What follows belongs to an exercise in optimizing a design on an open flow for small area, a short achievable clock period and few clock cycles per item; a production flow would make more cautious choices.
In this exercise RTL edits were held to simulation tests only and were not proved equivalent to the original.
Power figures rest on the tool's default switching activity, not on a simulated workload.

`design/flow/config.mk`:
```
export PLATFORM = sky130hd
export DESIGN_NAME = coalescing_priority_event_queue
export DESIGN_NICKNAME = coalescing_priority_event_queue
export VERILOG_FILES = /design/flow/design.v
export SDC_FILE = /design/flow/constraint.sdc
export NUM_CORES = 4
export LEC_CHECK = 0
export CAP_MARGIN = 20
export CORE_MARGIN = 2
export CORE_UTILIZATION = 40
export SLEW_MARGIN = 20
```
`design/flow/constraint.sdc`:
```
create_clock -name core_clock -period 3.6 [get_ports {i_clk}]
set_input_delay 0.7200 -clock core_clock [delete_from_list [all_inputs] [get_ports {i_clk}]]
set_output_delay 0.7200 -clock core_clock [all_outputs]
set_load 0.01 [all_outputs]
```
`design/flow/design.v`:
```
package cepq_pkg;
    localparam logic ACT_PUSH = 1'b0;
    localparam logic ACT_POP  = 1'b1;
    localparam logic [2:0] ST_INSERTED  = 3'd0;
    localparam logic [2:0] ST_COALESCED = 3'd1;
    localparam logic [2:0] ST_DROPPED   = 3'd2;
    localparam logic [2:0] ST_POPPED    = 3'd3;
    localparam logic [2:0] ST_EMPTY     = 3'd4;
    typedef struct packed {
        logic        action;
        logic [2:0]  priority_req;
        logic [2:0]  msg_type;
        logic [15:0] item_id;
    } t_req;
    typedef struct packed {
        logic [2:0]  status;
        logic [2:0]  out_priority;
        logic [2:0]  out_type;
        logic [15:0] out_item_id;
        logic [4:0]  occupancy;
        logic        stay_awake;
    } t_rsp;
    typedef struct packed {
        logic [2:0]  prio;
        logic [2:0]  msg_type;
        logic [15:0] item_id;
    } t_entry;
    typedef struct packed {
        logic   insert;
        logic   pop;
        t_entry entry;
    } t_cell_ctrl;
endpackage
module cepq_cell (
    input  logic                   i_clk,
    input  cepq_pkg::t_cell_ctrl   i_ctrl,
    input  logic                   i_occupied,
    input  logic                   i_at_tail,
    input  logic                   i_left_gt,
    input  cepq_pkg::t_entry       i_left_entry,
    input  cepq_pkg::t_entry       i_right_entry,
    output cepq_pkg::t_entry       o_entry,
    output logic                   o_gt,
    output logic                   o_match
);
    cepq_pkg::t_entry r_entry;
    cepq_pkg::t_entry n_entry;
    assign o_gt    = i_occupied && (r_entry.prio > i_ctrl.entry.prio);
    assign o_match = i_occupied && (r_entry == i_ctrl.entry);
    assign o_entry = r_entry;
    always_comb begin
        n_entry = r_entry;
        priority if (i_ctrl.pop) begin
            n_entry = i_right_entry;
        end else if (i_ctrl.insert) begin
            priority if (i_left_gt) begin
                n_entry = i_left_entry;
            end else if (o_gt || i_at_tail) begin
                n_entry = i_ctrl.entry;
            end else begin
                n_entry = r_entry;
            end
        end else begin
            n_entry = r_entry;
        end
    end
    always_ff @(posedge i_clk) begin
        r_entry <= n_entry;
    end
endmodule
module coalescing_priority_event_queue #(
    parameter int QUEUE_DEPTH = 16
) (
    input  logic              i_clk,
    input  logic              i_rst_n,
    input  logic              i_req_valid,
    output logic              o_req_stall,
    input  logic [22:0]       i_req,
    output logic              o_rsp_valid,
    input  logic              i_rsp_stall,
    output logic [30:0]       o_rsp
);
    cepq_pkg::t_req          w_req;
    assign w_req = i_req;
    localparam int CW = $clog2(QUEUE_DEPTH + 1);
    logic [CW-1:0] r_count, n_count;
    logic          r_awake, n_awake;
    logic          r_rsp_valid;
    cepq_pkg::t_rsp          r_rsp, n_rsp;
    logic          w_accept;
    logic          w_dup;
    logic          w_full;
    logic          w_empty;
    cepq_pkg::t_cell_ctrl    w_ctrl;
    cepq_pkg::t_entry        w_req_entry;
    logic [21:0]             w_entry [QUEUE_DEPTH];
    cepq_pkg::t_entry        w_head;
    logic [QUEUE_DEPTH-1:0] w_gt;
    logic [QUEUE_DEPTH-1:0] w_match;
    logic [31:0]   w_cnt_ext;
    assign o_req_stall = r_rsp_valid && i_rsp_stall;
    assign w_accept    = i_req_valid && !o_req_stall;
    assign w_req_entry.prio     = w_req.priority_req;
    assign w_req_entry.msg_type = w_req.msg_type;
    assign w_req_entry.item_id  = w_req.item_id;
    assign w_dup   = |w_match;
    assign w_full  = (r_count == CW'(QUEUE_DEPTH));
    assign w_empty = (r_count == '0);
    assign w_ctrl.entry  = w_req_entry;
    assign w_ctrl.insert = w_accept && (w_req.action == cepq_pkg::ACT_PUSH) && !w_dup && !w_full;
    assign w_ctrl.pop    = w_accept && (w_req.action == cepq_pkg::ACT_POP) && !w_empty;
    for (genvar g = 0; g < QUEUE_DEPTH; g++) begin : g_cell
        cepq_pkg::t_entry w_left;
        cepq_pkg::t_entry w_right;
        logic   w_left_gt;
        if (g == 0) begin : g_head
            assign w_left    = w_req_entry;
            assign w_left_gt = 1'b0;
        end else begin : g_mid
            assign w_left    = w_entry[g-1];
            assign w_left_gt = w_gt[g-1];
        end
        if (g == QUEUE_DEPTH - 1) begin : g_tail
            assign w_right = w_entry[g];
        end else begin : g_body
            assign w_right = w_entry[g+1];
        end
        cepq_cell u_cell (
            .i_clk         (i_clk),
            .i_ctrl        (w_ctrl),
            .i_occupied    (CW'(g) < r_count),
            .i_at_tail     (CW'(g) == r_count),
            .i_left_gt     (w_left_gt),
            .i_left_entry  (w_left),
            .i_right_entry (w_right),
            .o_entry       (w_entry[g]),
            .o_gt          (w_gt[g]),
            .o_match       (w_match[g])
        );
    end
    assign w_head    = w_entry[0];
    assign w_cnt_ext = 32'(n_count);
    always_comb begin
        n_count = r_count;
        n_awake = r_awake;
        n_rsp   = '0;
        unique case (w_req.action)
            cepq_pkg::ACT_PUSH: begin
                n_awake = 1'b1;
                priority if (w_dup) begin
                    n_rsp.status = cepq_pkg::ST_COALESCED;
                end else if (w_full) begin
                    n_rsp.status = cepq_pkg::ST_DROPPED;
                end else begin
                    n_rsp.status = cepq_pkg::ST_INSERTED;
                    n_count      = r_count + CW'(1);
                end
            end
            cepq_pkg::ACT_POP: begin
                if (w_empty) begin
                    n_rsp.status = cepq_pkg::ST_EMPTY;
                    n_awake      = 1'b0;
                end else begin
                    n_rsp.status       = cepq_pkg::ST_POPPED;
                    n_rsp.out_priority = w_head.prio;
                    n_rsp.out_type     = w_head.msg_type;
                    n_rsp.out_item_id  = w_head.item_id;
                    n_count            = r_count - CW'(1);
                end
            end
            default: begin
                n_rsp.status = cepq_pkg::ST_EMPTY;
            end
        endcase
        n_rsp.occupancy  = w_cnt_ext[4:0];
        n_rsp.stay_awake = n_awake;
    end
    always_ff @(posedge i_clk) begin
        if (!i_rst_n) begin
            r_count     <= '0;
            r_awake     <= 1'b0;
            r_rsp_valid <= 1'b0;
        end else begin
            if (w_accept) begin
                r_count     <= n_count;
                r_awake     <= n_awake;
                r_rsp_valid <= 1'b1;
            end else if (!i_rsp_stall) begin
                r_rsp_valid <= 1'b0;
            end
        end
    end
    always_ff @(posedge i_clk) begin
        if (w_accept) begin
            r_rsp <= n_rsp;
        end
    end
    assign o_rsp_valid = r_rsp_valid;
    assign o_rsp       = 31'(r_rsp);
endmodule
```
`design/flow/run.sh`:
```
#!/bin/bash
# synth_recipe.tcl (not shown) runs the flow's synth.tcl, then flattens the netlist and writes it again
# the make line also repeats each setting of config.mk as NAME=value (left out here)
make -C /OpenROAD-flow-scripts/flow DESIGN_CONFIG=/design/flow/config.mk WORK_HOME=/design/flow/orfs CLKGATE_MAP_FILE= SYNTH_SCRIPT=/design/flow/synth_recipe.tcl finish
```
==> impl_metrics.ini <==
[synthesis]
yosysSeqAreaShare_pct = 45.83
synth_edf_count = 383
synthMuxAreaShare_pct = 12.99
synth_fa_ha_area_share_pct = 2.611
synthFlopType = edfxtp_1
ys_types = 64
synth_async_sr_flop_share_pct = 0
synth_xor_area_share_pct = 10.62
yosys.area_share.simple_pct = 13.99
avgSynthCellArea_um2 = 10.20
syn_inst = 2489
synth_area_um2 = 25400
yosysWarnings = 3
synth_fp_nets = 2569
synth_top_family_by_area = simple AND/OR/NAND/NOR gates
synth_compound_area_share_pct = 9.143
ys_ff_latch = 390

[grt]
antenna_found_initial = 1
grt_pass1_vias = 21540
grt_max_degree = 228
grt_pass1_wl_um = 137400
grt-ovfl-total = 0
grt_usage_pct = 27.69

[routing]
wl_per_cell_um = 25.12
wirelength_um = 93200
drtPass1Iterations = 6
num_vias = 21570
drc = 0
vias_per_cell = 5.815
drtIter0Drc = 2491
ant_nets = 0

[sta]
min_period_ps = 3450
finalSetupViolCount = 0
skew_ps = 35.86
fin_crit_sh_pct = 95.82
rsz0062_at_grt = false
max_slew.worst_pin.slew_ps = 1182
slew_viol_final = 0
max_slew_margin_pct = 21.01
fmax_ghz = 0.2899
hold_viol = 0
timing.hold.ws_ps = 533.8

[finish]
layout_commonest_cell = nand2_1
post-route-util_pct = 50.43
drive_gt1_share_pct = 21.05
nNetsFinal = 2911
final_cell_mix = nand2_1, edfxtp_1, buf_4
fillers = 5701
antenna_cells = 0
syn_to_final_growth_pct = 25.01

[floorplan]
rows = 92
core_area_um2 = 62970
ios = 60
start_util_pct = 40.34
die_w_um = 256.0
fp.dieArea_um2 = 65530
die_y_um = 256.0

[clock_network]
cts_sinks = 390
cts_tree = yes
cts.clk_slew.worst_paths_ps = 60
cts-root-buf = clkbuf_16
cts_buffers = 45
hold_buffers = 0
cts_buffer_depth = 3
insertion_delay_ps = 610
htree_levels = 2

[worst_hold_path]
holdPathEnd = r_awake
hold_depth = 1
min_path_type = reg -> reg
hold_start = r_awake

[run_status]
status = timing/DRC/antenna clean

[placement]
io_buffers = 59
dp_hpwl_um = 68680
routabilityCongestion = 1.026

[critical_path]
rr_startpoint = r_count[0]
worst-endpoint-arrival_ps = 3650
worstSetupPathType = in -> reg
crit_required_ps = 3810
worstRegToRegCells = 10
cp-start-kind = primary input
cp_max_fo = 22
rrSetupSlack_ps = 170
crit_path_end_kind = flop
r2r_end = g_cell[12].u_cell.r_entry[6]

[power_and_ir_drop]
leakage_nw = 10.66
power_density_nw_per_um2 = 471.3
irDropWorstVdd_mv = 0.3119
power_w = 0.01497

[flow_run]
maxCapViolCount = 0
-- critical path, cell delays in order --
cell and delay (ps):
dlygate4sd2_1 370, clkinvlp_4 150, buf_4 200, ha_1 340
nand3_2 100, nor4_1 50, and4_1 250, a32oi_2 170
and4_4 250, nand3_2 90, o21a_4 260, clkbuf_16 170
a21oi_4 520
-- worst max path at each step --
stage,slack [ps],end,start
finish,150,g_cell[6].u_cell.r_entry[13],i_req[21]
global route,10,g_cell[6].u_cell.r_entry[18],i_req[21]
CTS,-50,g_cell[3].u_cell.r_entry[2],i_req[20]
detailed placement,-1090,g_cell[3].u_cell.r_entry[2],i_req[21]
global placement,-1010,g_cell[7].u_cell.r_entry[4],i_req[21]
floorplan,-40,g_cell[3].u_cell.r_entry[0],i_req[21]
-- cells by family after synthesis --
family / after synthesis
flops: 390
buf+inv: 238
compound gates: 428
mux: 327
xor+xnor: 307
fa+ha+maj: 53
simple gates: 746
-- power breakdown --
part | total (W) | switching (W) | internal, W
Sequential | 0.00608 | 0.000424 | 0.00565
Clock | 0.00469 | 0.00196 | 0.00273
Combinational | 0.00420 | 0.00245 | 0.00175
Total | 0.0150 | 0.00483 | 0.0101
-- metal layers --
layer / vias up / track usage [%] / part of all wire (%)
met5: - / 0 / 0.012
met4: 2 / 11.05 / 4.1
met3: 242 / 4.585 / 8.0
met2: 1062 / 46.16 / 47
met1: 10560 / 35.86 / 40
li1: 9708 / - / -
-- metrics by stage --
stage	std cells	TNS (ps)	cell area [µm²]	setup slack, ps
after floorplan	2489	-4432	25520	-40.30
after global placement	3594	-282740	29610	-1005
after detailed placement	3594	-310950	29620	-1094
after CTS	3701	-2085	31440	-52.72
after global routing	3710	0	31750	11.96
final	3710	0	31750	150.4
-- cell type report --
class | count | area (µm²) | area share [%]
clock inverter | 26 | 294.0 | 0.9261
tap | 846 | 1059 | 3.334
multi-input combinational | 1873 | 13100 | 41.27
sequential | 390 | 11640 | 36.66
timing repair buffer | 481 | 4337 | 13.66
inverter | 40 | 157.7 | 0.4965
clock buffer | 54 | 1160 | 3.653
-- timing repair --
item,CTS,global route
buffers inserted,16,6
endpoints found under the setup margin,330,319
pin swaps,11,2
cloned,11,3
gates resized for setup,22,30
-- state kept, by name (all words and copies together) (netlist names) --
signal	count
g_cell.u_cell.r_entry	352
r_rsp_valid	1
r_count	5
r_awake	1
r_rsp	31
-- Yosys cell counts (all sizes together), types with 3 or more instances --
master | number | area, µm²
a2111oi | 8 | 70.07
a21o | 8 | 60.06
a21oi | 37 | 185.2
a22oi | 3 | 22.52
a311oi | 3 | 38.79
a31oi | 4 | 25.02
and2 | 25 | 156.4
and3 | 6 | 37.54
and4 | 4 | 35.03
buf | 113 | 753.2
clkbuf | 85 | 319.1
dfxtp | 7 | 140.1
edfxtp | 383 | 11500
ha | 53 | 663.1
inv | 38 | 142.6
mux2 | 21 | 236.5
mux2i | 306 | 3063
nand2 | 408 | 1531
nand3 | 27 | 140.1
nand4 | 63 | 394.1
nand4b | 5 | 43.79
nor2 | 59 | 221.5
nor2b | 13 | 81.33
nor3 | 16 | 101.4
nor3b | 4 | 30.03
nor4 | 99 | 634.4
nor4b | 6 | 52.55
o21a | 6 | 46.30
o21ai | 335 | 1677
o22ai | 10 | 62.56
or4 | 3 | 22.52
xnor2 | 91 | 797.0
xor2 | 216 | 1899
Testbench counts, summed over its fixed seeds: cycles 32,008, requests 32,000.

## port drivers added, routing unchanged
The results above use ideal ports. As a check the final layout listed here was re-extracted and re-timed, cells and wires unchanged.
Step 1, drivers: a clkbuf_16 drives i_clk and a buf_2 each remaining input, both assumed.
Step 2 moves the port delays by t, midway between the first and last clock arrival at a register: inputs arrive t later, outputs are due t later. That takes back most of the time a late clock gives input paths.
Three values: ideal ports, drivers, drivers and shift; two values: the first two.
shift t [ns]: 0.652
setup WS [ns]: 0.150 / 0.172 / -0.462
worst setup path at the end: input to register
Met with ideal ports but missed after step 2: setup timing in this run. The setup slack of this run moves by +0.022 ns with the drivers and by -0.612 ns with both steps.
